Context: an optimization exercise on an open-source flow, tuned for small area, a short achievable clock period and few clock cycles per item. The choices shown serve that exercise and are no tape-out recipe.
RTL that was checked went through simulation tests only; none was proved equivalent to the original.
The RTL of runs 1 and 2 was laid out without a check of its function.
No activity file was given, so power comes from the tool's default toggle rates.

<file path="flow/config.mk">
export PLATFORM = sky130hd
export DESIGN_NAME = fft8_top
export DESIGN_NICKNAME = fft8_top
export VERILOG_FILES = /design/flow/design.v
export SDC_FILE = /design/flow/constraint.sdc
export NUM_CORES = 4
export LEC_CHECK = 0
export CAP_MARGIN = 20
export CORE_MARGIN = 2
export CORE_UTILIZATION = 40
export SLEW_MARGIN = 20
</file>
<file path="flow/constraint.sdc">
create_clock -name core_clock -period 9.5 [get_ports {clk}]
set_input_delay 1.9000 -clock core_clock [delete_from_list [all_inputs] [get_ports {clk}]]
set_output_delay 1.9000 -clock core_clock [all_outputs]
set_load 0.01 [all_outputs]
</file>
<file path="flow/design.v">
module fft8_top
(
    input  logic              clk,
    input  logic              reset,
    input  logic              sample_valid_i,
    input  logic [23:0]       sample_i,
    output logic              accept_o,
    input  logic              out_ready_i,
    output logic              out_valid_o,
    output logic [31:0]       bin_o,
    output logic              complete_o
);
    localparam int AW = 14;
    localparam logic [32:0] TW_C = 33'd23170;
    localparam logic [32:0] RND  = 33'd32767;
    logic [2:0] r8;
    logic [1:0] r;
    logic [2:0] r8_n;
    assign r    = r8[1:0];
    assign r8_n = r8 + 1'b1;
    always_ff @(posedge clk)
    begin
        if (reset)
            r8 <= 3'd7;
        else
            r8 <= r8_n;
    end
    logic               iv;
    logic [2:0]         in_n;
    logic signed [11:0] ixr;
    logic signed [11:0] ixi;
    logic [2:0]         tcnt;
    logic               take;
    logic               proc;
    logic               clr;
    logic               neg2;
    logic               rf;
    logic               rf_n;
    logic               iv_n;
    logic [2:0]         in_n_n;
    logic               proc_n;
    logic               load;
    logic               hf_n;
    assign accept_o = ~iv | proc;
    assign take     = sample_valid_i & accept_o;
    assign iv_n     = take | (iv & ~proc);
    assign in_n_n   = take ? tcnt : in_n;
    assign proc_n   = iv_n & (in_n_n == r8_n) & ((in_n_n != 3'd0) | ~rf_n | hf_n);
    always_ff @(posedge clk)
    begin
        if (reset)
        begin
            iv   <= 1'b0;
            tcnt <= '0;
            proc <= 1'b0;
            clr  <= 1'b0;
            neg2 <= 1'b0;
        end
        else
        begin
            iv   <= iv_n;
            if (take)
                tcnt <= tcnt + 1'b1;
            proc <= proc_n;
            clr  <= proc_n & (in_n_n[2:1] == 2'd0);
            neg2 <= proc_n & in_n_n[1];
        end
    end
    always_ff @(posedge clk)
    begin
        if (take)
        begin
            in_n <= tcnt;
            ixr  <= sample_i[23:12];
            ixi  <= sample_i[11:0];
        end
    end
    logic signed [AW-1:0] p_re [4];
    logic signed [AW-1:0] p_im [4];
    logic signed [AW-1:0] q_re [4];
    logic signed [AW-1:0] q_im [4];
    logic signed [AW-1:0] s_re [4];
    logic signed [AW-1:0] s_im [4];
    logic signed [AW-1:0] xr;
    logic signed [AW-1:0] xi;
    logic signed [AW-1:0] qb_re [4];
    logic signed [AW-1:0] qb_im [4];
    assign xr = proc ? AW'(ixr) : '0;
    assign xi = proc ? AW'(ixi) : '0;
    always_comb
    begin
        for (int k = 0; k < 4; k++)
        begin
            qb_re[k] = clr ? '0 : q_re[k];
            qb_im[k] = clr ? '0 : q_im[k];
        end
        s_re[0] = xr + qb_re[0];
        s_im[0] = xi + qb_im[0];
        s_re[1] = xr - qb_im[1];
        s_im[1] = xi + qb_re[1];
        s_re[2] = (xr ^ {AW{neg2}}) + qb_re[2] + AW'(neg2);
        s_im[2] = (xi ^ {AW{neg2}}) + qb_im[2] + AW'(neg2);
        s_re[3] = xr + qb_im[3];
        s_im[3] = xi - qb_re[3];
    end
    always_ff @(posedge clk)
    begin
        for (int k = 0; k < 4; k++)
        begin
            p_re[k] <= s_re[k];
            p_im[k] <= s_im[k];
            q_re[k] <= p_re[k];
            q_im[k] <= p_im[k];
        end
    end
    logic signed [AW-1:0] he_re [4];
    logic signed [AW-1:0] he_im [4];
    logic signed [AW-1:0] ho_re [4];
    logic signed [AW-1:0] ho_im [4];
    logic                 hv;
    logic [2:0]           c;
    logic                 sk_v;
    logic                 rdy;
    logic                 iss;
    logic                 hv_n;
    logic [2:0]           c_n;
    logic                 sk_v_n;
    logic [1:0]           k;
    assign rdy    = ~sk_v;
    assign iss    = hv & rdy & (c[1:0] == k);
    assign hv_n   = load | (hv & ~(iss & (c == 3'd7)));
    assign c_n    = load ? 3'd0 : (iss ? c + 1'b1 : c);
    assign hf_n   = ~hv_n | (~sk_v_n & (c_n == 3'd7));
    assign rf_n   = rf ? ~load : (proc & (in_n == 3'd7));
    always_ff @(posedge clk)
    begin
        if (reset)
            load <= 1'b0;
        else
            load <= (r8_n == 3'd0) & rf_n & hf_n;
    end
    always_ff @(posedge clk)
    begin
        for (int i = 0; i < 4; i++)
        begin
            if (load)
            begin
                he_re[i] <= q_re[i];
                he_im[i] <= q_im[i];
                ho_re[i] <= p_re[i];
                ho_im[i] <= p_im[i];
            end
            else
            begin
                he_re[i] <= he_re[(i + 1) % 4];
                he_im[i] <= he_im[(i + 1) % 4];
                ho_re[i] <= ho_re[(i + 1) % 4];
                ho_im[i] <= ho_im[(i + 1) % 4];
            end
        end
    end
    always_ff @(posedge clk)
    begin
        if (reset)
        begin
            hv <= 1'b0;
            c  <= '0;
            rf <= 1'b0;
        end
        else
        begin
            rf <= rf_n;
            hv <= hv_n;
            c  <= c_n;
        end
    end
    logic               h;
    logic signed [15:0] er;
    logic signed [15:0] ei;
    logic signed [15:0] orr;
    logic signed [15:0] oi;
    logic signed [15:0] br;
    logic signed [15:0] bi;
    logic signed [15:0] wr;
    logic signed [15:0] wi;
    logic signed [15:0] oa;
    logic signed [15:0] ob;
    logic signed [15:0] te;
    logic signed [15:0] u;
    logic               sub_u;
    logic               ng;
    logic               sg;
    logic [1:0] kq;
    logic       subq;
    logic       is2q;
    always_ff @(posedge clk)
    begin
        kq   <= r8[1:0];
        subq <= ~(r8[0] ^ r8[1]);
        is2q <= (r8[1:0] == 2'd2);
    end
    assign k   = kq;
    assign h   = c[2];
    assign er  = 16'(he_re[0]);
    assign ei  = 16'(he_im[0]);
    assign orr = 16'(ho_re[0]);
    assign oi  = 16'(ho_im[0]);
    always_comb
    begin
        br = k[1] ? oi : orr;
        bi = k[1] ? orr : oi;
        wr = er + (br ^ {16{h}}) + 16'(h);
        wi = ei + (bi ^ {16{h ^ k[1]}}) + 16'(h ^ k[1]);
        if (k[0])
        begin
            oa = oi;
            ob = orr;
            te = er;
        end
        else
        begin
            oa = 16'(ho_im[1]);
            ob = 16'(ho_re[1]);
            te = 16'(he_im[1]);
        end
        sub_u = subq;
        u     = ob + (oa ^ {16{sub_u}}) + 16'(sub_u);
        ng = sub_u;
        sg = is2q ^ h;
    end
    logic               v1;
    logic               odd1;
    logic signed [15:0] w1r;
    logic signed [15:0] w1i;
    logic signed [15:0] e1;
    logic signed [15:0] u1;
    logic               rho1;
    logic               sg1;
    logic               ng1;
    always_ff @(posedge clk)
    begin
        if (reset)
            v1 <= 1'b0;
        else if (rdy)
            v1 <= iss;
    end
    always_ff @(posedge clk)
    begin
        if (rdy)
        begin
            odd1 <= k[0];
            w1r  <= wr;
            w1i  <= wi;
            e1   <= te ^ {16{ng}};
            u1   <= u ^ {16{sg}};
            rho1 <= h;
            sg1  <= sg;
            ng1  <= ng;
        end
    end
    localparam int TW = 33;
    logic [TW-1:0] kk;
    logic [TW-1:0] op [8];
    logic [TW-1:0] l1 [6];
    logic [TW-1:0] l2 [4];
    logic [TW-1:0] l3 [3];
    logic [TW-1:0] l4 [2];
    logic [15:0]   lo_sum;
    logic          lo_c;
    function automatic void csa(input logic [TW-1:0] a, input logic [TW-1:0] b,
                                input logic [TW-1:0] c, output logic [TW-1:0] s,
                                output logic [TW-1:0] y);
        s = a ^ b ^ c;
        y = ((a & b) | (a & c) | (b & c)) << 1;
    endfunction
    assign kk = (rho1 ? TW'(RND) : '0) + (sg1 ? TW'(TW_C) : '0)
              + (ng1 ? TW'(33'd32768) : '0);
    always_comb
    begin
        op[0] = TW'(e1) << 15;
        op[1] = TW'(u1) << 14;
        op[2] = TW'(u1) << 12;
        op[3] = TW'(u1) << 11;
        op[4] = TW'(u1) << 9;
        op[5] = TW'(u1) << 7;
        op[6] = TW'(u1) << 1;
        op[7] = kk;
        csa(op[0], op[1], op[2], l1[0], l1[1]);
        csa(op[3], op[4], op[5], l1[2], l1[3]);
        l1[4] = op[6];
        l1[5] = op[7];
        csa(l1[0], l1[1], l1[2], l2[0], l2[1]);
        csa(l1[3], l1[4], l1[5], l2[2], l2[3]);
        csa(l2[0], l2[1], l2[2], l3[0], l3[1]);
        l3[2] = l2[3];
        csa(l3[0], l3[1], l3[2], l4[0], l4[1]);
        lo_sum = 16'(l4[0][14:0]) + 16'(l4[1][14:0]);
        lo_c   = lo_sum[15];
    end
    logic        vt;
    logic        oddt;
    logic [15:0] tra;
    logic [15:0] trb;
    logic        trc;
    logic [15:0] wtr;
    logic [15:0] wti;
    always_ff @(posedge clk)
    begin
        if (reset)
            vt <= 1'b0;
        else if (rdy)
            vt <= v1;
    end
    always_ff @(posedge clk)
    begin
        if (rdy)
        begin
            oddt <= odd1;
            tra  <= l4[0][30:15];
            trb  <= l4[1][30:15];
            trc  <= lo_c;
            wtr  <= w1r;
            wti  <= w1i;
        end
    end
    logic [15:0] tx;
    logic [15:0] hold_re;
    assign tx = tra + trb + 16'(trc);
    always_ff @(posedge clk)
    begin
        if (rdy & vt & ~oddt)
            hold_re <= tx;
    end
    logic [31:0] x;
    logic        send;
    logic        fire;
    logic [31:0] sk_d;
    assign x    = oddt ? {hold_re, tx} : {wtr, wti};
    assign send = rdy & vt;
    assign fire = out_valid_o & out_ready_i;
    assign sk_v_n = (~out_valid_o | fire) ? 1'b0 : (sk_v | send);
    always_ff @(posedge clk)
    begin
        if (reset)
        begin
            out_valid_o <= 1'b0;
            sk_v        <= 1'b0;
        end
        else
        begin
            if (~out_valid_o | fire)
                out_valid_o <= sk_v | send;
            sk_v <= sk_v_n;
        end
    end
    always_ff @(posedge clk)
    begin
        if (~out_valid_o | fire)
            bin_o <= sk_v ? sk_d : x;
        if (send & out_valid_o)
            sk_d <= x;
    end
    logic [2:0] ocnt;
    logic [1:0] fcnt;
    logic [1:0] fcnt_n;
    logic       f_in;
    logic       f_out;
    assign f_in   = take & (tcnt == 3'd7);
    assign f_out  = fire & (ocnt == 3'd7);
    assign fcnt_n = fcnt + 2'(f_in) - 2'(f_out);
    always_ff @(posedge clk)
    begin
        if (reset)
        begin
            ocnt       <= '0;
            fcnt       <= '0;
            complete_o <= 1'b0;
        end
        else
        begin
            if (fire)
                ocnt <= ocnt + 1'b1;
            fcnt       <= fcnt_n;
            complete_o <= f_in | fcnt[1] | (fcnt[0] & ~f_out);
        end
    end
endmodule
</file>
<file path="flow/run.sh">
#!/bin/bash
# synth_recipe.tcl (not shown) runs the flow's synth.tcl, then flattens the netlist and writes it again
# the make line also repeats each setting of config.mk as NAME=value (left out here)
make -C /OpenROAD-flow-scripts/flow DESIGN_CONFIG=/design/flow/config.mk WORK_HOME=/design/flow/orfs CLKGATE_MAP_FILE= SYNTH_SCRIPT=/design/flow/synth_recipe.tcl finish
</file>
==> flow_summary_export.csv, run 1 <==
group,metric,value,unit
synthesis,syn-num-nets,3005,
sta,report.final.slew_viol_count,0,
cts,ctsHtreeMaxLevel,3,
synthesis,post_synth_most_frequent_cells,"sky130_fd_sc_hd__dfxtp_1, sky130_fd_sc_hd__mux2_2, sky130_fd_sc_hd__edfxtp_1, sky130_fd_sc_hd__ha_1, sky130_fd_sc_hd__xnor2_1",
placed_design,numPortBuffers,62,
power,power_frac_clock,0.253,
synthesis,yosysMostFrequentCell,"sky130_fd_sc_hd__dfxtp_1",
synthesis,post_synth_inst_count,2659,
power,power_leakage,0.01638,uW
detailed_routing,drt_pre_antenna_iters,5,
floorplan,core.rowCount,105,
synthesis,cells_taking_the_most_area_after_synthesis,"sky130_fd_sc_hd__dfxtp_1, sky130_fd_sc_hd__edfxtp_1, sky130_fd_sc_hd__mux2_2",
grt,grt_max_degree,76,
floorplan,fp.coreArea,0.08172,sq mm
power,p_int,8287,uW
final_layout,layout-area-overhead-vs-synth,13.73,%
synthesis,synth.ff_latch_count,717,
power,combPwrFrac,0.363,
power,p_per_area,332.2,mW/mm^2
power,proportion_of_total_power_due_to_net_switching,0.3333,
worst_setup_path,timing.critical_path.arrival,4.49,ns
cts,reg_clk_slew_reported_paths,0.06,ns
power,power_frac_seq,0.384,
grt,gr-usage-met1,0.2334,
grt,grt_overflow,0,
synthesis,syn-cell-area,0.03291,sq mm
detailed_routing,num_vias,19037,
worst_setup_path,timing.critical_path.to_type,"register",
sta,report.final.setup_viol,0,
grt,first_global_vias,19780,
grt,gr-usage-met2,0.2649,
detailed_routing,postRouteWirelength,70.50,mm
grt,antenna_found_initial,1,
detailed_routing,final_antenna_net_count,0,
hold_path,hold_class,"reg2reg",
sta,final.period_utilization,0.4338,
worst_setup_path,critPathMaxFanout,31,
power,ir_drop,0.1507,mV
cts,cts_made_buffers,78,
cts,clock-sinks,717,
synthesis,synth-edff-count,236,
synthesis,netlist.top_cell.by_area,"sky130_fd_sc_hd__dfxtp_1",
synthesis,seq_area_frac_synth,0.5080,
power,post-layout-total-power,12430,uW
placed_design,gp_routability_congestion,0.8902,
cts,cts_setup_buffers,0,
power,switchingPower,4144,uW
floorplan,starting_density,0.4027,
cts,cts_hold_buf,0,
sta,worst_clock_skew,0.01715,ns
placed_design,hpwlAfterDp,52.48,mm
sta,timing_hold_violations_final,0,
grt,grtUsageTotal,0.1668,
synthesis,ys_async_sr_fraction,0,
floorplan,die_area,0.08458,sq mm
floorplan,die_w,290.8,microns
synthesis,syn_area_per_cell,12.38,sq um
worst_setup_path,timing.critical_path.required,9.87,ns
sta,rsz_0062_raised_after_global_routing,"no",
synthesis,yosysUniqueCellTypes,66,
sta,maxSlewHeadroom,0.3315,
synthesis,synth_warnings,18,
final_layout,finish.net_count,3086,
worst_setup_path,start_kind,"register",
detailed_routing,vias_per_cell,4.915,
detailed_routing,dr.first_iter.drc_count,1054,
synthesis,netlist.area_leader.share,0.2926,
floorplan,ios,63,
final_layout,post_route_cells_drive_above_1_share,0.1613,
sta,post-route-min-period,4.121,ns
cts,worst_skew_pair.late_latency,0.63,ns
grt,top_usage_layer,"met2",
detailed_routing,remaining_drc_errors,0,
outcome,outcome,"finished clean",
detailed_routing,drt-wirelength-per-cell,18.20,microns
sta,max_clock_freq,0.2427,GHz
sta,setup_total_negative_slack,0,ns
worst_setup_path,setup.worst_path.class,"reg2reg",
synthesis,synth_flop_cell,"sky130_fd_sc_hd__dfxtp_1",
cts,post_cts_resized,0,
floorplan,die_y,290.8,microns
sta,tightestPinTransition,1.003,ns
grt,grt_first_pass_wirelength,110.7,mm
cts,tritoncts_clock_tree,"done",
job,maxCapViolCount,0,
cts,cts_max_path_buffers,3,
cts,cts.root.buffer_cell,"sky130_fd_sc_hd__clkbuf_16",
grt,grtUsageMet3,0.02271,
## critical path, cell delays in order (launching register included)
cell,delay [ns]
sky130_fd_sc_hd__dfxtp_2,0.94
sky130_fd_sc_hd__mux2i_1,0.39
sky130_fd_sc_hd__mux2_4,0.35
sky130_fd_sc_hd__fa_1,0.44
sky130_fd_sc_hd__a21o_1,0.18
sky130_fd_sc_hd__a21o_1,0.20
sky130_fd_sc_hd__a21oi_1,0.29
sky130_fd_sc_hd__o21ai_1,0.17
sky130_fd_sc_hd__a311oi_1,0.43
sky130_fd_sc_hd__o21bai_1,0.19
sky130_fd_sc_hd__a21oi_1,0.20
sky130_fd_sc_hd__xnor2_1,0.08
## metal layers
layer | share of wire | wire length [microns] | up-vias
li1 | - | - | 9404
met5 | 0 | 0 | -
met2 | 0.45 | 31510 | 330
met4 | 0.027 | 1928 | 0
met3 | 0.034 | 2420 | 118
met1 | 0.49 | 34650 | 9185
## power by group through the flow
| stage | registers, uW | clock network (uW) | logic (uW) |
|---|---|---|---|
| finish | 4770 | 3140 | 4520 |
| global route | 4850 | 3350 | 5270 |
| CTS | 4770 | 3220 | 4600 |
| detailed placement | 4830 | 0 | 4570 |
| global placement | 4810 | 0 | 4430 |
| floorplan | 4620 | 0 | 3540 |
## sequential cells by signal, summed over array words and instances, names as in the netlist, 14 cells and up
signal / flops
bin_o: 32
e1: 14
he_im: 56
he_re: 56
ho_im: 56
ho_re: 56
hold_re: 16
p_im: 56
p_re: 56
q_im: 56
q_re: 56
sk_d: 32
tra: 16
trb: 16
u1: 16
w1i: 16
w1r: 16
wti: 16
wtr: 16
## through the flow
stage	hold slack (ns)	instance area, sq um	utilization	setup slack (ns)	std cells
2_1_floorplan	0.3257	32910	-	3.587	2659
3_3_place_gp	0.3285	34730	0.4250	5.191	3730
3_5_place_dp	0.3320	34730	0.4250	5.251	3730
4_1_cts	0.3444	37420	0.4579	5.338	3872
5_1_grt	0.3486	37420	0.4579	5.103	3872
6_report	0.3414	37420	0.4580	5.379	3873
## cell usage in the layout (no fill, tap or decap), drive strengths merged, types with 62 or more instances in the layout
| master | n |
|---|---|
| nand2 | 85 |
| edfxtp | 236 |
| fa | 96 |
| mux2 | 286 |
| dfxtp | 481 |
| xnor2 | 186 |
| mux2i | 67 |
| a21oi | 106 |
| nor2 | 75 |
| xor2 | 72 |
| clkbuf | 108 |
| clkdlybuf4s50 | 62 |
| inv | 178 |
| ha | 222 |
| nor2b | 114 |
## final timing paths
| kind | from | slack, ns | end | cells after the start |
|---|---|---|---|---|
| hold / removal | p_re[1][5]$_DFF_P_ | 0.34 | q_re[1][5]$_DFF_P_ | 0 |
| setup / recovery | kq[1]$_DFF_P_ | 5.38 | w1r[12]$_DFFE_PN_ | 11 |
| setup reg to reg | kq[1]$_DFF_P_ | 5.38 | w1r[12]$_DFFE_PN_ | 11 |
| hold reg to reg | p_re[1][5]$_DFF_P_ | 0.34 | q_re[1][5]$_DFF_P_ | 0 |
## layout make-up
class	instances	area [sq um]
fillers	7412	44290
flip-flops and latches	717	16730
multi-input cells	1690	15250
clock buffers	108	2267
well taps	1070	1339
repair buffers	79	748.2
inverters	174	658.1
clock inverters	34	427.9
diodes	1	2.502
## kinds of logic (layout without fill, tap and decap cells)
kind of cell,Yosys count,in the layout,share of synthesized area
and+or+nand+nor,438,438,0.06943
muxes,353,353,0.1184
AOI/OAI and AO/OA,323,323,0.06377
other,0,1,0
DFF,717,717,0.5080
xor gates and xnor gates,258,258,0.06867
buffers and inverters,252,395,0.02897
adders and majority gates,318,318,0.1428
==> run 2: changes to the inputs <==
--- a/flow/design.v
+++ b/flow/design.v
@@ -42,5 +42,6 @@
     logic               load;
     logic               hf_n;
-    assign accept_o = ~iv | proc;
+    logic               acc_q;
+    assign accept_o = acc_q;
     assign take     = sample_valid_i & accept_o;
     assign iv_n     = take | (iv & ~proc);
@@ -54,4 +55,5 @@
             tcnt <= '0;
             proc <= 1'b0;
+            acc_q <= 1'b1;
             clr  <= 1'b0;
             neg2 <= 1'b0;
@@ -63,4 +65,5 @@
                 tcnt <= tcnt + 1'b1;
             proc <= proc_n;
+            acc_q <= ~iv_n | proc_n;
             clr  <= proc_n & (in_n_n[2:1] == 2'd0);
             neg2 <= proc_n & in_n_n[1];
@@ -148,6 +151,6 @@
                 he_re[i] <= q_re[i];
                 he_im[i] <= q_im[i];
-                ho_re[i] <= p_re[i];
-                ho_im[i] <= p_im[i];
+                ho_re[i] <= (i == 2) ? p_im[i] : p_re[i];
+                ho_im[i] <= (i == 2) ? p_re[i] : p_im[i];
             end
             else
@@ -180,6 +183,4 @@
     logic signed [15:0] orr;
     logic signed [15:0] oi;
-    logic signed [15:0] br;
-    logic signed [15:0] bi;
     logic signed [15:0] wr;
     logic signed [15:0] wi;
@@ -208,8 +209,6 @@
     always_comb
     begin
-        br = k[1] ? oi : orr;
-        bi = k[1] ? orr : oi;
-        wr = er + (br ^ {16{h}}) + 16'(h);
-        wi = ei + (bi ^ {16{h ^ k[1]}}) + 16'(h ^ k[1]);
+        wr = er + (orr ^ {16{h}}) + 16'(h);
+        wi = ei + (oi ^ {16{h ^ k[1]}}) + 16'(h ^ k[1]);
         if (k[0])
         begin
@@ -259,5 +258,5 @@
         end
     end
-    localparam int TW = 33;
+    localparam int TW = 31;
     logic [TW-1:0] kk;
     logic [TW-1:0] op [8];
@@ -274,15 +273,22 @@
         y = ((a & b) | (a & c) | (b & c)) << 1;
     endfunction
+    localparam logic [TW-1:0] SX = TW'((64'd1 << 30) + (64'd1 << 29) + (64'd1 << 27)
+                                     + (64'd1 << 26) + (64'd1 << 24) + (64'd1 << 22)
+                                     + (64'd1 << 16));
+    logic [15:0] ue;
+    logic [15:0] ee;
     assign kk = (rho1 ? TW'(RND) : '0) + (sg1 ? TW'(TW_C) : '0)
-              + (ng1 ? TW'(33'd32768) : '0);
+              + (ng1 ? TW'(33'd32768) : '0) - SX;
+    assign ue = {~u1[15], u1[14:0]};
+    assign ee = {~e1[15], e1[14:0]};
     always_comb
     begin
-        op[0] = TW'(e1) << 15;
-        op[1] = TW'(u1) << 14;
-        op[2] = TW'(u1) << 12;
-        op[3] = TW'(u1) << 11;
-        op[4] = TW'(u1) << 9;
-        op[5] = TW'(u1) << 7;
-        op[6] = TW'(u1) << 1;
+        op[0] = TW'(ee) << 15;
+        op[1] = TW'(ue) << 14;
+        op[2] = TW'(ue) << 12;
+        op[3] = TW'(ue) << 11;
+        op[4] = TW'(ue) << 9;
+        op[5] = TW'(ue) << 7;
+        op[6] = TW'(ue) << 1;
         op[7] = kk;
         csa(op[0], op[1], op[2], l1[0], l1[1]);
==> flow_summary_export.csv, run 2 <==
group,metric,value,unit
cts,cts.root.buffer_cell,"sky130_fd_sc_hd__clkbuf_16",
floorplan,die_y,289.1,microns
sta,timing_hold_violations_final,0,
final_layout,layout-area-overhead-vs-synth,13.83,%
synthesis,yosysUniqueCellTypes,67,
synthesis,ys_async_sr_fraction,0,
synthesis,cells_taking_the_most_area_after_synthesis,"sky130_fd_sc_hd__dfxtp_1, sky130_fd_sc_hd__edfxtp_1, sky130_fd_sc_hd__mux2_2",
cts,cts_hold_buf,0,
synthesis,seq_area_frac_synth,0.5149,
synthesis,synth-edff-count,236,
detailed_routing,drt-wirelength-per-cell,18.58,microns
synthesis,netlist.area_leader.share,0.2969,
worst_setup_path,timing.reg2reg.worst_path_depth,12,
final_layout,finalNonFillerCells,3819,
cts,ctsHtreeMaxLevel,3,
worst_setup_path,cp_slowest_stage_delay,0.72,ns
synthesis,netlist.top_cell.by_area,"sky130_fd_sc_hd__dfxtp_1",
final_layout,area_taken_by_multi_input_logic_gates,0.01488,sq mm
cts,cts_setup_buffers,0,
floorplan,ios,63,
worst_setup_path,critical-path-slowest-cell,"sky130_fd_sc_hd__nand2b_2",
floorplan,fp.coreArea,0.08055,sq mm
detailed_routing,remaining_drc_errors,0,
final_layout,most_frequent_standard_cell_in_the_layout_excluding_fill_and_tap_cells,"sky130_fd_sc_hd__dfxtp_1",
power,p_per_area,306.7,mW/mm^2
final_layout,layout.area.seq,0.01675,sq mm
final_layout,fillCellCount,7188,
detailed_routing,postRouteWirelength,70.97,mm
cts,reg_clk_slew_reported_paths,0.06,ns
cts,cts_max_path_buffers,3,
cts,clock-sinks,718,
synthesis,syn_area_per_cell,12.48,sq um
worst_setup_path,start_kind,"primary input",
worst_setup_path,timing.critical_path.arrival,4.58,ns
hold_path,hold_depth,0,
grt,grt_first_pass_wirelength,109.6,mm
grt,grt_overflow,0,
sta,final.period_utilization,0.4265,
sta,worst_clock_skew,0.02445,ns
final_layout,finish.net_count,3034,
sta,report.final.slew_viol_count,0,
placed_design,numPortBuffers,62,
cts,tritoncts_clock_tree,"done",
worst_setup_path,critPathMaxFanout,35,
worst_setup_path,setup.worst_path.class,"in2reg",
worst_setup_path,crit_buf_inv,1,
synthesis,post_synth_most_frequent_cells,"sky130_fd_sc_hd__dfxtp_1, sky130_fd_sc_hd__mux2_2, sky130_fd_sc_hd__edfxtp_1, sky130_fd_sc_hd__ha_1, sky130_fd_sc_hd__xnor2_1",
grt,grtUsageTotal,0.1708,
sta,rsz_0062_raised_after_global_routing,"no",
synthesis,synth_flop_cell,"sky130_fd_sc_hd__dfxtp_1",
synthesis,syn-num-nets,2948,
floorplan,core.rowCount,104,
cts,post_cts_resized,0,
grt,grt_max_degree,183,
sta,maxSlewHeadroom,0.1416,
worst_setup_path,reg2reg_setup_slack,5.54,ns
detailed_routing,final_antenna_net_count,0,
synthesis,yosysMostFrequentCell,"sky130_fd_sc_hd__dfxtp_1",
sta,report.final.setup_viol,0,
job,maxCapViolCount,0,
hold_path,min_from,"p_im[3][6]$_DFF_P_",
worst_setup_path,timing.rr.start,"clr$_SDFF_PP0_",
sta,tightestPinTransition,1.288,ns
detailed_routing,dr.first_iter.drc_count,1055,
cts,cts_made_buffers,79,
worst_setup_path,timing.critical_path.required,10.03,ns
synthesis,syn-cell-area,0.03250,sq mm
cts,worst_skew_pair.late_latency,0.62,ns
floorplan,die_area,0.08356,sq mm
synthesis,synth.ff_latch_count,718,
hold_path,hold_class,"reg2reg",
hold_path,whs_endpoint,"q_im[3][6]$_DFF_P_",
synthesis,synth_warnings,18,
final_layout,mostFrequentLayoutCells,"sky130_fd_sc_hd__dfxtp_1, sky130_fd_sc_hd__mux2_2, sky130_fd_sc_hd__edfxtp_1",
detailed_routing,vias_per_cell,4.953,
placed_design,hpwlAfterDp,52.76,mm
worst_setup_path,timing.critical_path.to_type,"register",
final_layout,post_route_cells_drive_above_1_share,0.1668,
detailed_routing,num_vias,18916,
grt,antenna_found_initial,3,
sta,fin_worst_hold_slack,0.3471,ns
worst_setup_path,cpMostUsedCell,"sky130_fd_sc_hd__nand4_1",
power,power_leakage,0.01622,uW
outcome,outcome,"finished clean",
sta,setup_total_negative_slack,0,ns
detailed_routing,drt_pre_antenna_iters,5,
placed_design,dp.cells,3670,
grt,first_global_vias,19570,
synthesis,post_synth_inst_count,2605,
sta,max_clock_freq,0.2468,GHz
worst_setup_path,crit_family,"simple AND/OR/NAND/NOR gates",
floorplan,starting_density,0.4035,
worst_setup_path,critical_path.reg2reg.endpoint,"p_im[3][12]$_DFF_P_",
sta,post-route-min-period,4.051,ns
placed_design,gp_routability_congestion,0.8874,
power,ir_drop,0.1464,mV
worst_setup_path,cells_along_the_critical_path,"clkdlybuf4s50_1, nand2b_2, or2_2, nand4_1, o211a_1, o2111ai_1, nand4_1, a211o_1, nor2b_1",
floorplan,die_w,289.1,microns
==> run 2: cell count changes after synthesis, moves of 8 or more <==
cell                      change
sky130_fd_sc_hd__mux2i_1     -30
sky130_fd_sc_hd__nor3_1      -16
sky130_fd_sc_hd__nand2_1      -8
sky130_fd_sc_hd__xnor2_1     -16
sky130_fd_sc_hd__mux2_2      +10
sky130_fd_sc_hd__xor2_1      +14
sky130_fd_sc_hd__fa_1         -8
==> run 2: logic make-up (layout without fill, tap and decap cells) <==
| logic type | count (synthesis) | after routing | synth area share |
|---|---|---|---|
| XOR/XNOR | 256 | 256 | 0.06898 |
| adder cells (fa/ha/maj) | 315 | 315 | 0.1416 |
| AND/OR/NAND/NOR | 416 | 416 | 0.06767 |
| multiplexers | 332 | 332 | 0.1136 |
| buffers and inverters | 240 | 393 | 0.02802 |
| AO/OA/AOI/OAI | 328 | 328 | 0.06525 |
| flip-flops | 718 | 718 | 0.5149 |
| other | 0 | 1 | 0 |
==> run 2: power by group <==
part           switching (uW)  total (uW)  internal, uW
logic                    1960        3660          1700
registers                 468        4610          4140
clock network            1250        3080          1830
total                    3680       11300          7660
==> run 2: how the worst max path moves through the flow <==
| stage | from | end | slack (ns) | cells past startpoint |
|---|---|---|---|---|
| 6_report | out_ready_i | clr$_SDFF_PP0_ | 5.45 | 9 |
| 5_1_grt | out_ready_i | clr$_SDFF_PP0_ | 5.23 | 9 |
| 3_5_place_dp | out_ready_i | clr$_SDFF_PP0_ | 4.74 | 9 |
| 2_1_floorplan | sk_v$_SDFF_PP0_ | sk_d[0]$_DFFE_PP_ | 3.24 | 4 |
| 3_3_place_gp | out_ready_i | clr$_SDFF_PP0_ | 4.74 | 9 |
| 4_1_cts | out_ready_i | clr$_SDFF_PP0_ | 5.37 | 9 |
==> run 2: through the flow <==
| step | cell area (sq um) | setup slack [ns] | util | power (uW) |
|---|---|---|---|---|
| floorplan | 32500 | 3.242 | - | 7222 |
| global placement | 34330 | 4.735 | 0.4262 | 8223 |
| detailed placement | 34330 | 4.744 | 0.4262 | 8353 |
| CTS | 37000 | 5.374 | 0.4593 | 11500 |
| global route | 37000 | 5.225 | 0.4593 | 12210 |
| finish | 37000 | 5.449 | 0.4593 | 11350 |
==> run 2: area by class of cell <==
type / instances / area share
diodes: 1 / 0.00006764
well taps: 1060 / 0.03585
clock buffers: 118 / 0.06425
repair buffers: 77 / 0.02016
flip-flops and latches: 718 / 0.4526
clock inverters: 30 / 0.007711
inverters: 168 / 0.01718
multi-input cells: 1647 / 0.4022
==> run 2: layer usage <==
layer / vias up / share of wire / track usage
met2: 366 / 0.45 / 0.2702
met1: 9205 / 0.49 / 0.2430
met4: 0 / 0.022 / 0.05219
met3: 102 / 0.041 / 0.02386
met5: - / 0 / 0
li1: 9243 / - / -
==> run 3: changes to the inputs <==
--- a/flow/design.v
+++ b/flow/design.v
@@ -34,4 +34,5 @@
     logic               proc;
     logic               clr;
+    logic               clr_n;
     logic               neg2;
     logic               rf;
@@ -57,4 +58,5 @@
             acc_q <= 1'b1;
             clr  <= 1'b0;
+            clr_n <= 1'b1;
             neg2 <= 1'b0;
         end
@@ -67,4 +69,5 @@
             acc_q <= ~iv_n | proc_n;
             clr  <= proc_n & (in_n_n[2:1] == 2'd0);
+            clr_n <= ~(proc_n & (in_n_n[2:1] == 2'd0));
             neg2 <= proc_n & in_n_n[1];
         end
@@ -95,6 +98,14 @@
         for (int k = 0; k < 4; k++)
         begin
-            qb_re[k] = clr ? '0 : q_re[k];
-            qb_im[k] = clr ? '0 : q_im[k];
+            if (k < 2)
+            begin
+                qb_re[k] = clr ? '0 : q_re[k];
+                qb_im[k] = clr ? '0 : q_im[k];
+            end
+            else
+            begin
+                qb_re[k] = clr_n ? q_re[k] : '0;
+                qb_im[k] = clr_n ? q_im[k] : '0;
+            end
         end
         s_re[0] = xr + qb_re[0];
@@ -195,4 +206,6 @@
     logic       subq;
     logic       is2q;
+    logic       swi;
+    logic       sgq;
     always_ff @(posedge clk)
     begin
@@ -200,4 +213,6 @@
         subq <= ~(r8[0] ^ r8[1]);
         is2q <= (r8[1:0] == 2'd2);
+        swi  <= c_n[2] ^ r8[1];
+        sgq  <= c_n[2] ^ (r8[1:0] == 2'd2);
     end
     assign k   = kq;
@@ -210,5 +225,5 @@
     begin
         wr = er + (orr ^ {16{h}}) + 16'(h);
-        wi = ei + (oi ^ {16{h ^ k[1]}}) + 16'(h ^ k[1]);
+        wi = ei + (oi ^ {16{swi}}) + 16'(swi);
         if (k[0])
         begin
@@ -226,5 +241,5 @@
         u     = ob + (oa ^ {16{sub_u}}) + 16'(sub_u);
         ng = sub_u;
-        sg = is2q ^ h;
+        sg = sgq;
     end
     logic               v1;
--- a/flow/config.mk
+++ b/flow/config.mk
@@ -8,4 +8,5 @@
 export CAP_MARGIN = 20
 export CORE_MARGIN = 2
-export CORE_UTILIZATION = 40
+export CORE_UTILIZATION = 80
+export PLACE_DENSITY = 0.9
 export SLEW_MARGIN = 20
==> flow_summary_export.csv, run 3 <==
group,metric,value,unit
worst_setup_path,reg2reg_setup_slack,5.56,ns
power,ir_drop,0.2185,mV
placed_design,gp_routability_congestion,0.8766,
final_layout,finish.net_count,3029,
detailed_routing,drt_pre_antenna_iters,5,
cts,cts_made_buffers,69,
final_layout,post_route_cells_drive_above_1_share,0.1615,
grt,grtUsageTotal,0.3969,
worst_setup_path,critical_path_startpoint,"c[2]$_SDFF_PP0_",
floorplan,die_y,205.9,microns
floorplan,core.rowCount,73,
synthesis,seq_area_frac_synth,0.5142,
synthesis,yosysMostFrequentCell,"sky130_fd_sc_hd__dfxtp_1",
synthesis,netlist.area_leader.share,0.2970,
sta,max_clock_freq,0.2540,GHz
synthesis,synth.ff_latch_count,720,
synthesis,yosysUniqueCellTypes,76,
final_layout,insertedDiodeCount,0,
detailed_routing,final_antenna_net_count,0,
sta,setup_total_negative_slack,0,ns
sta,post-route-min-period,3.937,ns
sta,report.final.setup_viol,0,
detailed_routing,num_vias,20973,
floorplan,ios,63,
cts,reg_clk_slew_reported_paths,0.06,ns
hold_path,hold_class,"reg2reg",
worst_setup_path,timing.critical_path.arrival,4.34,ns
floorplan,die_area,0.04241,sq mm
power,power_leakage,0.01603,uW
detailed_routing,vias_per_cell,6.429,
sta,worst_clock_skew,0.02048,ns
hold_path,hold_depth,0,
worst_setup_path,critPathMaxFanout,18,
cts,cts_setup_buffers,0,
cts,tritoncts_clock_tree,"done",
hold_path,min_from,"p_im[1][1]$_DFF_P_",
outcome,outcome,"finished clean",
sta,tightestPinTransition,1.128,ns
sta,report.final.slew_viol_count,0,
grt,grt_first_pass_wirelength,126.0,mm
detailed_routing,remaining_drc_errors,0,
job,maxCapViolCount,0,
cts,ctsHtreeMaxLevel,3,
sta,maxSlewHeadroom,0.2469,
cts,cts.root.buffer_cell,"sky130_fd_sc_hd__clkbuf_16",
cts,post_cts_resized,0,
synthesis,netlist.top_cell.by_area,"sky130_fd_sc_hd__dfxtp_1",
worst_setup_path,timing.reg2reg.worst_path_depth,10,
cts,clock-sinks,720,
sta,rsz_0062_raised_after_global_routing,"no",
worst_setup_path,timing.critical_path.to_type,"register",
worst_setup_path,timing.critical_path.required,9.90,ns
cts,cts_hold_buf,0,
floorplan,starting_density,0.8155,
sta,timing_hold_violations_final,0,
final_layout,most_frequent_standard_cell_in_the_layout_excluding_fill_and_tap_cells,"sky130_fd_sc_hd__dfxtp_1",
cts,worst_skew_pair.late_latency,0.61,ns
floorplan,fp.coreArea,0.04001,sq mm
placed_design,hpwlAfterDp,54.13,mm
sta,fin_worst_hold_slack,0.3469,ns
sta,final.period_utilization,0.4144,
worst_setup_path,setup.worst_path.class,"reg2reg",
final_layout,layout-area-overhead-vs-synth,10.07,%
detailed_routing,drt-wirelength-per-cell,25.15,microns
synthesis,synth_flop_cell,"sky130_fd_sc_hd__dfxtp_1",
synthesis,syn_area_per_cell,12.51,sq um
synthesis,synth-edff-count,236,
grt,antenna_found_initial,1,
worst_setup_path,start_kind,"register",
synthesis,post_synth_inst_count,2609,
floorplan,die_w,205.9,microns
power,p_per_area,335.2,mW/mm^2
synthesis,post_synth_most_frequent_cells,"sky130_fd_sc_hd__dfxtp_1, sky130_fd_sc_hd__mux2_2, sky130_fd_sc_hd__edfxtp_1, sky130_fd_sc_hd__ha_1, sky130_fd_sc_hd__inv_1",
synthesis,cells_taking_the_most_area_after_synthesis,"sky130_fd_sc_hd__dfxtp_1, sky130_fd_sc_hd__edfxtp_1, sky130_fd_sc_hd__mux2_2",
grt,first_global_vias,21990,
worst_setup_path,timing.rr.start,"c[2]$_SDFF_PP0_",
detailed_routing,postRouteWirelength,82.04,mm
grt,grt_overflow,0,
grt,grt_max_degree,185,
cts,cts_max_path_buffers,3,
synthesis,syn-num-nets,2952,
final_layout,mostFrequentLayoutCells,"sky130_fd_sc_hd__dfxtp_1, sky130_fd_sc_hd__mux2_2, sky130_fd_sc_hd__edfxtp_1",
detailed_routing,dr.first_iter.drc_count,1774,
synthesis,syn-cell-area,0.03263,sq mm
synthesis,synth_warnings,18,
synthesis,ys_async_sr_fraction,0,
placed_design,numPortBuffers,62,
final_layout,fillCellCount,1605,
run 3: cell count changes in the layout (fill, tap and decap cells not counted), sizes merged, moves of 5 or more:
cell / change
xnor2: -8
mux2i: +7
a21oi: +6
nand2: +9
nor2b: -39
nand3: -5
and2: +40
o21ai: -5
nor3: +17
nand2b: -10
clkbuf: -21
o2111ai: -5
o21bai: -5
run 3: where the power goes:
part / internal (uW) / switching, uW / total (uW) / leakage, uW
sequential: 4200 / 511 / 4710 / 0.00643
clock: 1540 / 1190 / 2730 / 0.00109
combinational: 1970 / 2620 / 4600 / 0.00851
total: 7710 / 4320 / 12000 / 0.0160
run 3: area by class of cell:
class | instances | area, sq um | share of cell area
clock buffer | 97 | 1977 | 0.05505
clock inverter | 25 | 220.2 | 0.006132
inverter | 170 | 643.1 | 0.01791
multi-input combinational | 1649 | 14890 | 0.4147
sequential | 720 | 16780 | 0.4673
tap | 525 | 656.9 | 0.01829
timing repair buffer | 76 | 738.2 | 0.02056
run 3: cells by family after synthesis:
| logic type | share of synthesized area |
|---|---|
| buffers and inverters | 0.02945 |
| muxes | 0.1167 |
| and+or+nand+nor | 0.06937 |
| adders and majority gates | 0.1410 |
| AOI/OAI and AO/OA | 0.06240 |
| DFF | 0.5142 |
| xor gates and xnor gates | 0.06684 |
run 3: layer usage:
layer	up-vias	wire length (microns)	global-route usage	share of wire
met4	2	3731	0.1832	0.045
li1	9227	-	-	-
met1	10346	31660	0.5013	0.39
met5	-	12	0	0.00015
met2	1147	39750	0.6704	0.48
met3	251	6888	0.06859	0.084
run 3: critical path, cell delays in order, from the launching register on:
cell and delay (ns):
sky130_fd_sc_hd__dfxtp_1 1.06, sky130_fd_sc_hd__xor2_1 0.24, sky130_fd_sc_hd__fa_1 0.46, sky130_fd_sc_hd__a21o_1 0.19
sky130_fd_sc_hd__a21oi_1 0.30, sky130_fd_sc_hd__o211ai_1 0.21, sky130_fd_sc_hd__a41oi_1 0.39, sky130_fd_sc_hd__o21bai_1 0.20
sky130_fd_sc_hd__a21oi_1 0.31, sky130_fd_sc_hd__nor2b_1 0.10, sky130_fd_sc_hd__o31ai_1 0.27
run 3: per-stage QoR:
stage | util | total power, uW | worst slack [ns] | instance area, sq um | instances
floorplan | - | 7502 | 3.432 | 32630 | 2609
finish | 0.8977 | 12040 | 5.563 | 35910 | 3262
global placement | 0.8428 | 8357 | 5.396 | 33720 | 3140
detailed placement | 0.8428 | 8897 | 5.305 | 33720 | 3140
CTS | 0.8977 | 11910 | 5.640 | 35910 | 3262
global route | 0.8977 | 12590 | 5.457 | 35910 | 3262
run 3: path summary, 6_finish.rpt:
kind                              to
setup reg to reg   w1r[14]$_DFFE_PN_
setup / recovery   w1r[14]$_DFFE_PN_
hold / removal    q_im[1][1]$_DFF_P_
hold reg to reg   q_im[1][1]$_DFF_P_
Testbench counts of run 3, summed over its fixed seeds: cycles 3,176, frames 384.
==> run 4: changes to the inputs <==
--- a/flow/config.mk
+++ b/flow/config.mk
@@ -8,5 +8,5 @@
 export CAP_MARGIN = 20
 export CORE_MARGIN = 2
-export CORE_UTILIZATION = 80
-export PLACE_DENSITY = 0.9
+export CORE_UTILIZATION = 60
+export PLACE_DENSITY = 0.7
 export SLEW_MARGIN = 20
==> flow_summary_export.csv, run 4 <==
group,metric,value,unit
grt,grt_first_pass_wirelength,107.5,mm
detailed_routing,drt-wirelength-per-cell,19.86,microns
sta,tightestPinTransition,1.058,ns
synthesis,yosysUniqueCellTypes,76,
grt,grt_overflow,0,
outcome,outcome,"finished clean",
synthesis,netlist.top_cell.by_area,"sky130_fd_sc_hd__dfxtp_1",
cts,cts_made_buffers,75,
cts,cts_hold_buf,0,
grt,grt_max_degree,177,
sta,rsz_0062_raised_after_global_routing,"no",
power,combPwrFrac,0.337,
cts,cts.root.buffer_cell,"sky130_fd_sc_hd__clkbuf_16",
synthesis,synth.ff_latch_count,720,
power,post-layout-total-power,11570,uW
synthesis,cells_taking_the_most_area_after_synthesis,"sky130_fd_sc_hd__dfxtp_1, sky130_fd_sc_hd__edfxtp_1, sky130_fd_sc_hd__mux2_2",
worst_setup_path,timing.reg2reg.worst_path_depth,15,
worst_setup_path,crit_path_end,"trc$_DFFE_PN_",
worst_setup_path,setup.worst_path.class,"reg2reg",
hold_path,hold_class,"reg2reg",
detailed_routing,num_vias,18835,
floorplan,die_w,237.2,microns
sta,maxSlewHeadroom,0.2949,
sta,final.period_utilization,0.4085,
synthesis,ys_async_sr_fraction,0,
placed_design,dp.cells,3312,
placed_design,numPortBuffers,62,
floorplan,die_area,0.05626,sq mm
detailed_routing,remaining_drc_errors,0,
floorplan,starting_density,0.6063,
synthesis,seq_area_frac_synth,0.5142,
detailed_routing,final_antenna_net_count,0,
power,ir_drop,0.1667,mV
cts,cts_setup_buffers,0,
cts,ctsHtreeMaxLevel,3,
worst_setup_path,critical-path-slowest-cell,"sky130_fd_sc_hd__fa_1",
grt,antenna_found_initial,1,
synthesis,synth_warnings,18,
cts,tritoncts_clock_tree,"done",
cts,worst_skew_pair.late_latency,0.61,ns
worst_setup_path,reg2reg_setup_slack,5.62,ns
worst_setup_path,critical_path_startpoint,"sg1$_DFFE_PN_",
power,power_frac_seq,0.402,
sta,post-route-min-period,3.881,ns
worst_setup_path,timing.critical_path.to_type,"register",
synthesis,syn_area_per_cell,12.51,sq um
synthesis,netlist.area_leader.share,0.2970,
final_layout,most_frequent_standard_cell_in_the_layout_excluding_fill_and_tap_cells,"sky130_fd_sc_hd__dfxtp_1",
final_layout,mostFrequentLayoutCells,"sky130_fd_sc_hd__dfxtp_1, sky130_fd_sc_hd__mux2_2, sky130_fd_sc_hd__edfxtp_1",
worst_setup_path,timing.rr.start,"sg1$_DFFE_PN_",
power,proportion_of_total_power_due_to_net_switching,0.3224,
worst_setup_path,critPathMaxFanout,8,
detailed_routing,drt_pre_antenna_iters,5,
floorplan,fp.coreArea,0.05381,sq mm
synthesis,synth_flop_cell,"sky130_fd_sc_hd__dfxtp_1",
worst_setup_path,timing.critical_path.arrival,4.23,ns
power,power_frac_clock,0.260,
cts,cts_max_path_buffers,3,
floorplan,ios,63,
worst_setup_path,timing.critical_path.required,9.85,ns
synthesis,syn-cell-area,0.03263,sq mm
final_layout,finalNonFillerCells,3450,
sta,setup_total_negative_slack,0,ns
final_layout,post_route_cells_drive_above_1_share,0.1699,
floorplan,die_y,237.2,microns
worst_setup_path,critical_path.reg2reg.endpoint,"trc$_DFFE_PN_",
job,maxCapViolCount,0,
sta,report.final.slew_viol_count,0,
final_layout,layout-area-overhead-vs-synth,11.93,%
worst_setup_path,cp_slowest_stage_delay,0.48,ns
placed_design,hpwlAfterDp,50.70,mm
sta,report.final.setup_viol,0,
final_layout,insertedDiodeCount,0,
synthesis,post_synth_most_frequent_cells,"sky130_fd_sc_hd__dfxtp_1, sky130_fd_sc_hd__mux2_2, sky130_fd_sc_hd__edfxtp_1, sky130_fd_sc_hd__ha_1, sky130_fd_sc_hd__inv_1",
worst_setup_path,cpMostUsedCell,"sky130_fd_sc_hd__inv_1",
worst_setup_path,start_kind,"register",
cts,post_cts_resized,0,
synthesis,yosysMostFrequentCell,"sky130_fd_sc_hd__dfxtp_1",
synthesis,synth-edff-count,236,
power,p_int,7838,uW
cts,reg_clk_slew_reported_paths,0.06,ns
final_layout,finish.net_count,3036,
grt,grtUsageTotal,0.2481,
power,switchingPower,3729,uW
cts,clock-sinks,720,
synthesis,post_synth_inst_count,2609,
detailed_routing,vias_per_cell,5.459,
sta,worst_clock_skew,0.02059,ns
power,power_leakage,0.01622,uW
placed_design,gp_routability_congestion,0.8938,
sta,timing_hold_violations_final,0,
worst_setup_path,cells_along_the_critical_path,"inv_1, ha_1, inv_1, fa_1, inv_1, ha_1, inv_1, fa_1, inv_1, ha_1, a2111oi_0, o21ai_0, o2111ai_1, a21oi_1, a211o_1",
detailed_routing,dr.first_iter.drc_count,1059,
power,p_per_area,316.8,mW/mm^2
grt,first_global_vias,19497,
sta,max_clock_freq,0.2577,GHz
floorplan,core.rowCount,85,
synthesis,syn-num-nets,2952,
detailed_routing,postRouteWirelength,68.50,mm
## run 4: cells by family (layout without fill, tap and decap cells)
logic type,after synthesis,in the layout,share of synthesized area
DFF,720,720,0.5142
and+or+nand+nor,434,434,0.06937
muxes,342,342,0.1167
adders and majority gates,315,315,0.1410
AOI/OAI and AO/OA,309,309,0.06240
xor gates and xnor gates,249,249,0.06684
buffers and inverters,240,385,0.02945
## run 4: per-layer routing
| metal | up-vias | track usage | wire length, microns |
|---|---|---|---|
| met5 | - | 0 | 0 |
| met4 | 0 | 0.06994 | 1271 |
| met3 | 87 | 0.03217 | 2660 |
| met2 | 321 | 0.4117 | 32340 |
| met1 | 9183 | 0.3446 | 32230 |
| li1 | 9244 | - | - |
## run 4: power groups by stage
stage / registers (uW) / clock network (uW) / logic, uW
2_1_floorplan: 4510 / 0 / 3000
5_1_grt: 4730 / 3190 / 4490
4_1_cts: 4650 / 3070 / 3960
3_5_place_dp: 4700 / 0 / 3930
3_3_place_gp: 4700 / 0 / 3750
6_report: 4650 / 3010 / 3900
## run 4: cell type report
class	count	area, sq um
fillers	3907	17300
clock buffers	105	2197
repair buffers	77	745.7
inverters	170	643.1
clock inverters	33	380.4
multi-input cells	1649	14900
flip-flops and latches	720	16780
well taps	696	870.8
## run 4: worst min-delay path by stage
| stage | startpoint | endpoint | slack (ns) | cells past startpoint |
|---|---|---|---|---|
| after global routing | p_re[2][9]$_DFF_P_ | q_re[2][9]$_DFF_P_ | 0.35 | 0 |
| after global placement | p_im[3][9]$_DFF_P_ | q_im[3][9]$_DFF_P_ | 0.33 | 0 |
| after floorplan | p_im[0][0]$_DFF_P_ | q_im[0][0]$_DFF_P_ | 0.33 | 0 |
| after CTS | p_im[1][9]$_DFF_P_ | q_im[1][9]$_DFF_P_ | 0.34 | 0 |
| after detailed placement | p_im[1][9]$_DFF_P_ | q_im[1][9]$_DFF_P_ | 0.33 | 0 |
| final | p_re[2][9]$_DFF_P_ | q_re[2][9]$_DFF_P_ | 0.34 | 0 |
## run 4: critical path, delay by kind of cell, from the launching register on
kind | cells | cell delay (ns)
adders and majority gates | 5 | 1.80
AOI/OAI and AO/OA | 5 | 1.08
buffers and inverters | 5 | 0.34
DFF | 1 | 0.41
## run 4: stage by stage
| stage | hold slack (ns) | instance area [sq um] | util | worst slack (ns) |
|---|---|---|---|---|
| floorplan | 0.3257 | 32630 | - | 3.432 |
| global placement | 0.3267 | 33940 | 0.6307 | 5.190 |
| detailed placement | 0.3306 | 33940 | 0.6307 | 5.107 |
| CTS | 0.3388 | 36520 | 0.6786 | 5.644 |
| global route | 0.3492 | 36520 | 0.6786 | 5.357 |
| finish | 0.3387 | 36520 | 0.6786 | 5.619 |
==> run 5: changes to the inputs <==
--- a/flow/config.mk
+++ b/flow/config.mk
@@ -8,5 +8,4 @@
 export CAP_MARGIN = 20
 export CORE_MARGIN = 2
-export CORE_UTILIZATION = 60
-export PLACE_DENSITY = 0.7
+export CORE_UTILIZATION = 40
 export SLEW_MARGIN = 20
==> flow_summary_export.csv, run 5 <==
group,metric,value,unit
sta,max_clock_freq,0.2595,GHz
sta,final.period_utilization,0.4056,
sta,report.final.setup_viol,0,
power,power_leakage,0.01623,uW
worst_setup_path,cp_slowest_stage_delay,0.63,ns
final_layout,design_area,0.03700,sq mm
synthesis,post_synth_inst_count,2609,
cts,cts.root.buffer_cell,"sky130_fd_sc_hd__clkbuf_16",
grt,grt_overflow,0,
synthesis,netlist.area_leader.share,0.2970,
final_layout,finish.net_count,3038,
power,p_per_area,312.9,mW/mm^2
cts,cts_made_buffers,78,
detailed_routing,drt-wirelength-per-cell,18.48,microns
synthesis,ys_async_sr_fraction,0,
sta,fin_worst_hold_slack,0.3299,ns
floorplan,die_y,289.6,microns
grt,grt_first_pass_wirelength,111.1,mm
synthesis,syn_area_per_cell,12.51,sq um
worst_setup_path,critPathMaxFanout,23,
floorplan,starting_density,0.4044,
worst_setup_path,timing.critical_path.to_type,"register",
floorplan,die_area,0.08387,sq mm
hold_path,hold_class,"reg2reg",
sta,report.final.slew_viol_count,0,
worst_setup_path,start_kind,"register",
cts,reg_clk_slew_reported_paths,0.07,ns
synthesis,synth_flop_cell,"sky130_fd_sc_hd__dfxtp_1",
detailed_routing,postRouteWirelength,70.64,mm
cts,ctsHtreeMaxLevel,3,
sta,tightestPinTransition,1.047,ns
placed_design,numPortBuffers,62,
worst_setup_path,cells_along_the_critical_path,"buf_4, nand2_1, xnor2_1, fa_1, a21o_1, a21o_1, a21oi_1, o21ai_0, a221o_1, a211oi_1, o21bai_1, xor2_1",
final_layout,most_frequent_standard_cell_in_the_layout_excluding_fill_and_tap_cells,"sky130_fd_sc_hd__dfxtp_1",
outcome,outcome,"finished clean",
worst_setup_path,cpMostUsedCell,"sky130_fd_sc_hd__a21o_1",
floorplan,fp.coreArea,0.08068,sq mm
detailed_routing,vias_per_cell,4.897,
worst_setup_path,setup.worst_path.class,"reg2reg",
floorplan,core.rowCount,104,
worst_setup_path,timing.critical_path.required,10.01,ns
final_layout,post_route_cells_drive_above_1_share,0.1696,
cts,cts_max_path_buffers,3,
placed_design,hpwlAfterDp,52.60,mm
cts,post_cts_resized,0,
cts,clock-sinks,720,
synthesis,netlist.top_cell.by_area,"sky130_fd_sc_hd__dfxtp_1",
placed_design,gp_routability_congestion,0.8831,
grt,grt_max_degree,176,
worst_setup_path,crit_buf_inv,1,
floorplan,die_w,289.6,microns
detailed_routing,dr.first_iter.drc_count,1032,
detailed_routing,remaining_drc_errors,0,
worst_setup_path,timing.critical_path.arrival,4.36,ns
sta,timing_hold_violations_final,0,
synthesis,synth-edff-count,236,
detailed_routing,num_vias,18721,
synthesis,cells_taking_the_most_area_after_synthesis,"sky130_fd_sc_hd__dfxtp_1, sky130_fd_sc_hd__edfxtp_1, sky130_fd_sc_hd__mux2_2",
synthesis,post_synth_most_frequent_cells,"sky130_fd_sc_hd__dfxtp_1, sky130_fd_sc_hd__mux2_2, sky130_fd_sc_hd__edfxtp_1, sky130_fd_sc_hd__ha_1, sky130_fd_sc_hd__inv_1",
final_layout,mostFrequentLayoutCells,"sky130_fd_sc_hd__dfxtp_1, sky130_fd_sc_hd__mux2_2, sky130_fd_sc_hd__edfxtp_1",
synthesis,yosysUniqueCellTypes,76,
synthesis,synth.ff_latch_count,720,
worst_setup_path,crit_family,"compound AO/OA/AOI/OAI gates",
final_layout,layout-area-overhead-vs-synth,13.41,%
synthesis,syn-cell-area,0.03263,sq mm
detailed_routing,final_antenna_net_count,0,
sta,worst_clock_skew,0.03254,ns
grt,grtUsageTotal,0.1719,
cts,cts_hold_buf,0,
sta,setup_total_negative_slack,0,ns
floorplan,ios,63,
placed_design,placedInstanceArea,0.03440,sq mm
final_layout,fillCellCount,7306,
detailed_routing,drt_pre_antenna_iters,4,
sta,rsz_0062_raised_after_global_routing,"no",
synthesis,yosysMostFrequentCell,"sky130_fd_sc_hd__dfxtp_1",
sta,post-route-min-period,3.853,ns
final_layout,post-route-util,0.4587,
grt,antenna_found_initial,0,
sta,maxSlewHeadroom,0.3017,
power,ir_drop,0.1419,mV
grt,first_global_vias,19911,
cts,tritoncts_clock_tree,"done",
synthesis,synth_warnings,18,
cts,worst_skew_pair.late_latency,0.64,ns
synthesis,seq_area_frac_synth,0.5142,
synthesis,syn-num-nets,2952,
worst_setup_path,critical-path-slowest-cell,"sky130_fd_sc_hd__dfxtp_1",
cts,cts_setup_buffers,0,
job,maxCapViolCount,0,
-- run 5: cell counts after synthesis --
No cell type changed its count.
-- run 5: path summary, 6_finish.rpt --
check / end / depth (start not counted) / startpoint / slack [ns]
worst max-delay path: p_im[2][12]$_DFF_P_ / 12 / proc$_SDFF_PP0_ / 5.65
worst min-delay path: q_re[3][3]$_DFF_P_ / 0 / p_re[3][3]$_DFF_P_ / 0.33
worst max register to register: p_im[2][12]$_DFF_P_ / 12 / proc$_SDFF_PP0_ / 5.65
worst min register to register: q_re[3][3]$_DFF_P_ / 0 / p_re[3][3]$_DFF_P_ / 0.33
-- run 5: cell type report --
class / count / area [sq um] / area share
timing repair buffer: 76 / 738.2 / 0.01995
clock inverter: 47 / 499.2 / 0.01349
antenna: 3 / 7.507 / 0.0002029
tap: 1060 / 1326 / 0.03584
clock buffer: 98 / 2101 / 0.05677
sequential: 720 / 16780 / 0.4536
multi-input combinational: 1649 / 14900 / 0.4028
inverter: 170 / 643.1 / 0.01738
-- run 5: routing by layer --
layer / track usage / up-vias / share of wire
met5: 0 / - / 0
met4: 0.06103 / 0 / 0.029
met3: 0.02331 / 123 / 0.044
met2: 0.2729 / 329 / 0.45
met1: 0.2407 / 9030 / 0.48
li1: - / 9239 / -
-- run 5: kinds of logic (layout without fill, tap and decap cells) --
kind of cell / count (synthesis) / after routing / synth area share
flip-flops: 720 / 720 / 0.5142
XOR/XNOR: 249 / 249 / 0.06684
adder cells (fa/ha/maj): 315 / 315 / 0.1410
AND/OR/NAND/NOR: 434 / 434 / 0.06937
AO/OA/AOI/OAI: 309 / 309 / 0.06240
multiplexers: 342 / 342 / 0.1167
buffers and inverters: 240 / 391 / 0.02945
other: 0 / 3 / 0
-- run 5: worst reg2reg max path, cell delays in order (launching register included) --
cell                       delay (ns)
sky130_fd_sc_hd__dfxtp_1         0.63
sky130_fd_sc_hd__buf_4           0.34
sky130_fd_sc_hd__nand2_1         0.28
sky130_fd_sc_hd__xnor2_1         0.25
sky130_fd_sc_hd__fa_1            0.45
sky130_fd_sc_hd__a21o_1          0.20
sky130_fd_sc_hd__a21o_1          0.21
sky130_fd_sc_hd__a21oi_1         0.23
sky130_fd_sc_hd__o21ai_0         0.21
sky130_fd_sc_hd__a221o_1         0.42
sky130_fd_sc_hd__a211oi_1        0.26
sky130_fd_sc_hd__o21bai_1        0.12
sky130_fd_sc_hd__xor2_1          0.14
-- run 5: stage by stage --
stage	total power [uW]	cells	setup slack, ns
detailed placement	8619	3675	5.015
global placement	8462	3675	5.062
floorplan	7502	2609	3.432
CTS	11720	3820	5.549
global route	12500	3820	5.382
finish	11580	3823	5.647
-- run 5: power by group --
part	internal [uW]	switching (uW)
clock network	1780	1270
logic	1820	2050
registers	4200	452
total	7800	3770
==> run 6: changes to the inputs <==
--- a/flow/config.mk
+++ b/flow/config.mk
@@ -8,4 +8,5 @@
 export CAP_MARGIN = 20
 export CORE_MARGIN = 2
-export CORE_UTILIZATION = 40
+export CORE_UTILIZATION = 65
+export PLACE_DENSITY = 0.75
 export SLEW_MARGIN = 20
==> flow_summary_export.csv, run 6 <==
group,metric,value,unit
outcome,outcome,"finished clean",
sta,setup_total_negative_slack,0,ns
grt,antenna_found_initial,1,
final_layout,mostFrequentLayoutCells,"sky130_fd_sc_hd__dfxtp_1, sky130_fd_sc_hd__mux2_2, sky130_fd_sc_hd__edfxtp_1",
grt,first_global_vias,19802,
cts,cts_max_path_buffers,3,
placed_design,pre_cts_slack,5.126,ns
detailed_routing,drt_pre_antenna_iters,5,
power,p_per_area,314.9,mW/mm^2
hold_path,hold_depth,0,
sta,final.period_utilization,0.3973,
sta,timing_hold_violations_final,0,
power,power_frac_clock,0.241,
placed_design,gp_routability_congestion,0.8878,
cts,cts_setup_buffers,0,
sta,tightestPinTransition,1.105,ns
sta,report.final.setup_viol,0,
power,power_leakage,0.01606,uW
synthesis,post_synth_most_frequent_cells,"sky130_fd_sc_hd__dfxtp_1, sky130_fd_sc_hd__mux2_2, sky130_fd_sc_hd__edfxtp_1, sky130_fd_sc_hd__ha_1, sky130_fd_sc_hd__inv_1",
power,proportion_of_total_power_due_to_net_switching,0.3313,
sta,maxSlewHeadroom,0.2635,
cts,cts_hold_buf,0,
placed_design,hpwlAfterDp,49.82,mm
final_layout,finish.net_count,3031,
cts,post_cts_resized,0,
cts,worst_skew_pair.late_latency,0.61,ns
cts,cts.root.buffer_cell,"sky130_fd_sc_hd__clkbuf_16",
floorplan,fp.coreArea,0.04986,sq mm
power,p_int,7621,uW
floorplan,die_y,228.0,microns
floorplan,ios,63,
power,combPwrFrac,0.349,
sta,worst_clock_skew,0.01860,ns
final_layout,layout-area-overhead-vs-synth,10.93,%
worst_setup_path,critical-path-slowest-cell,"sky130_fd_sc_hd__buf_4",
cts,tritoncts_clock_tree,"done",
final_layout,post_route_cells_drive_above_1_share,0.1640,
cts,ctsHtreeMaxLevel,3,
synthesis,synth.ff_latch_count,720,
synthesis,seq_area_frac_synth,0.5142,
synthesis,yosysUniqueCellTypes,76,
synthesis,cells_taking_the_most_area_after_synthesis,"sky130_fd_sc_hd__dfxtp_1, sky130_fd_sc_hd__edfxtp_1, sky130_fd_sc_hd__mux2_2",
synthesis,syn_area_per_cell,12.51,sq um
grt,grt_max_degree,182,
grt,grtUsageTotal,0.2673,
detailed_routing,final_antenna_net_count,0,
worst_setup_path,critPathMaxFanout,44,
hold_path,hold_class,"reg2reg",
grt,grt_overflow,0,
sta,rsz_0062_raised_after_global_routing,"no",
worst_setup_path,setup.worst_path.class,"reg2reg",
final_layout,fillCellCount,3454,
synthesis,netlist.area_leader.share,0.2970,
synthesis,syn-num-nets,2952,
floorplan,core.rowCount,82,
grt,grt_first_pass_wirelength,107.8,mm
hold_path,min_from,"p_im[1][1]$_DFF_P_",
floorplan,die_area,0.05200,sq mm
final_layout,most_frequent_standard_cell_in_the_layout_excluding_fill_and_tap_cells,"sky130_fd_sc_hd__dfxtp_1",
worst_setup_path,timing.critical_path.required,9.85,ns
detailed_routing,postRouteWirelength,68.23,mm
worst_setup_path,cp_slowest_stage_delay,0.55,ns
worst_setup_path,timing.reg2reg.worst_path_depth,10,
job,maxCapViolCount,0,
cts,reg_clk_slew_reported_paths,0.06,ns
worst_setup_path,cells_along_the_critical_path,"buf_4, mux2_2, ha_1, or3_1, a211oi_1, o21bai_1, a221oi_2, a22oi_1, a21oi_1, xnor2_1",
floorplan,die_w,228.0,microns
floorplan,starting_density,0.6543,
cts,cts_made_buffers,71,
sta,max_clock_freq,0.2649,GHz
power,switchingPower,3775,uW
power,ir_drop,0.1969,mV
worst_setup_path,critical_path_startpoint,"kq[0]$_DFF_P_",
detailed_routing,drt-wirelength-per-cell,19.97,microns
synthesis,ys_async_sr_fraction,0,
detailed_routing,num_vias,19078,
worst_setup_path,timing.critical_path.to_type,"register",
cts,clock-sinks,720,
worst_setup_path,timing.rr.start,"kq[0]$_DFF_P_",
placed_design,numPortBuffers,62,
sta,post-route-min-period,3.774,ns
sta,report.final.slew_viol_count,0,
worst_setup_path,start_kind,"register",
detailed_routing,vias_per_cell,5.583,
detailed_routing,remaining_drc_errors,0,
sta,setup_ws,5.726,ns
synthesis,synth_flop_cell,"sky130_fd_sc_hd__dfxtp_1",
synthesis,synth-edff-count,236,
synthesis,netlist.top_cell.by_area,"sky130_fd_sc_hd__dfxtp_1",
synthesis,synth_warnings,18,
synthesis,post_synth_inst_count,2609,
synthesis,syn-cell-area,0.03263,sq mm
detailed_routing,dr.first_iter.drc_count,1209,
synthesis,yosysMostFrequentCell,"sky130_fd_sc_hd__dfxtp_1",
power,power_frac_seq,0.409,
worst_setup_path,timing.critical_path.arrival,4.13,ns
[run 6: power groups by stage]
stage	sequential [uW]	clock, uW	combinational [uW]
after floorplan	4510	0	3000
after global placement	4690	0	3720
after detailed placement	4710	0	3940
after CTS	4650	2800	4010
after global routing	4730	2930	4540
final	4670	2750	3980
[run 6: path summary, 6_finish.rpt]
path,end,slack (ns)
max,u1[13]$_DFFE_PN_,5.73
min,q_im[1][1]$_DFF_P_,0.35
max reg2reg,u1[13]$_DFFE_PN_,5.73
min reg2reg,q_im[1][1]$_DFF_P_,0.35
[run 6: cell families after synthesis]
logic type	share of synthesized area
simple gates	0.06937
buf+inv	0.02945
flops	0.5142
xor+xnor	0.06684
fa+ha+maj	0.1410
mux	0.1167
compound gates	0.06240
[run 6: cell type report]
| type | count | area (sq um) | share of cell area |
|---|---|---|---|
| Timing Repair Buffer | 76 | 738.2 | 0.02040 |
| Antenna cell | 1 | 2.502 | 0.00006914 |
| Inverter | 170 | 643.1 | 0.01777 |
| Multi-Input combinational cell | 1649 | 14900 | 0.4116 |
| Clock inverter | 29 | 280.3 | 0.007744 |
| Tap cell | 672 | 840.8 | 0.02323 |
| Sequential cell | 720 | 16780 | 0.4638 |
| Clock buffer | 100 | 2007 | 0.05545 |
[run 6: worst max-delay path: cells and delay by family (launching register included)]
family	cells	cell delay, ns
AO/OA/AOI/OAI	5	1.50
XOR/XNOR	1	0.08
buffers and inverters	1	0.55
multiplexers	1	0.42
adder cells (fa/ha/maj)	1	0.23
AND/OR/NAND/NOR	1	0.37
flip-flops	1	0.33
[run 6: through the flow]
| stage | cells | util | power (uW) | hold slack (ns) | area, sq um |
|---|---|---|---|---|---|
| finish | 3417 | 0.7259 | 11400 | 0.3452 | 36190 |
| global route | 3416 | 0.7258 | 12200 | 0.3523 | 36190 |
| CTS | 3416 | 0.7258 | 11460 | 0.3449 | 36190 |
| detailed placement | 3287 | 0.6799 | 8650 | 0.3306 | 33900 |
| global placement | 3287 | 0.6799 | 8410 | 0.3277 | 33900 |
| floorplan | 2609 | - | 7502 | 0.3257 | 32630 |
[run 6: per-layer routing]
metal  vias up  track usage  wire, microns
met5         -            0             13
met4         2      0.08190           1557
met3       100      0.04838           3723
met2       451       0.4400          31920
met1      9289       0.3626          31010
li1       9236            -              -

## what the ideal ports hide
Ports are ideal in the flow. The routed layouts listed here were re-timed in OpenROAD.
Step 1 sets driving cells, clkbuf_16 on the clock port and buf_2 on the other inputs (assumed; they add their load-dependent delay and slew).
Step 2 moves the port delays by t, midway between the first and last clock arrival at a register: inputs arrive t later, outputs are due t later. That takes back most of the time a late clock gives input paths.
Slacks: ideal / step 1 / step 2; pairs: ideal / step 1.
run | t (ns) | setup WS [ns] | slew at the worst register clock pin (ns) | worst slew at a driven data input, ns
run 1 | 0.680 | 5.379 / 5.379 / 5.245 | 0.06 / 0.06 | 0.04
run 2 | 0.667 | 5.449 / 5.480 / 4.813 | 0.06 / 0.06 | 0.04
run 3 | 0.651 | 5.563 / 5.563 / 5.201 | 0.07 / 0.07 | 0.06
run 4 | 0.665 | 5.619 / 5.619 / 5.125 | 0.06 / 0.06 | 0.03
run 5 | 0.688 | 5.647 / 5.647 / 5.092 | 0.07 / 0.07 | 0.04
run 6 | 0.667 | 5.726 / 5.726 / 5.124 | 0.07 / 0.07 | 0.03
After both steps every run listed still meets setup and hold. The setup slack of run 2, which loses most, moves by +0.031 ns with the drivers and by -0.636 ns with both steps.
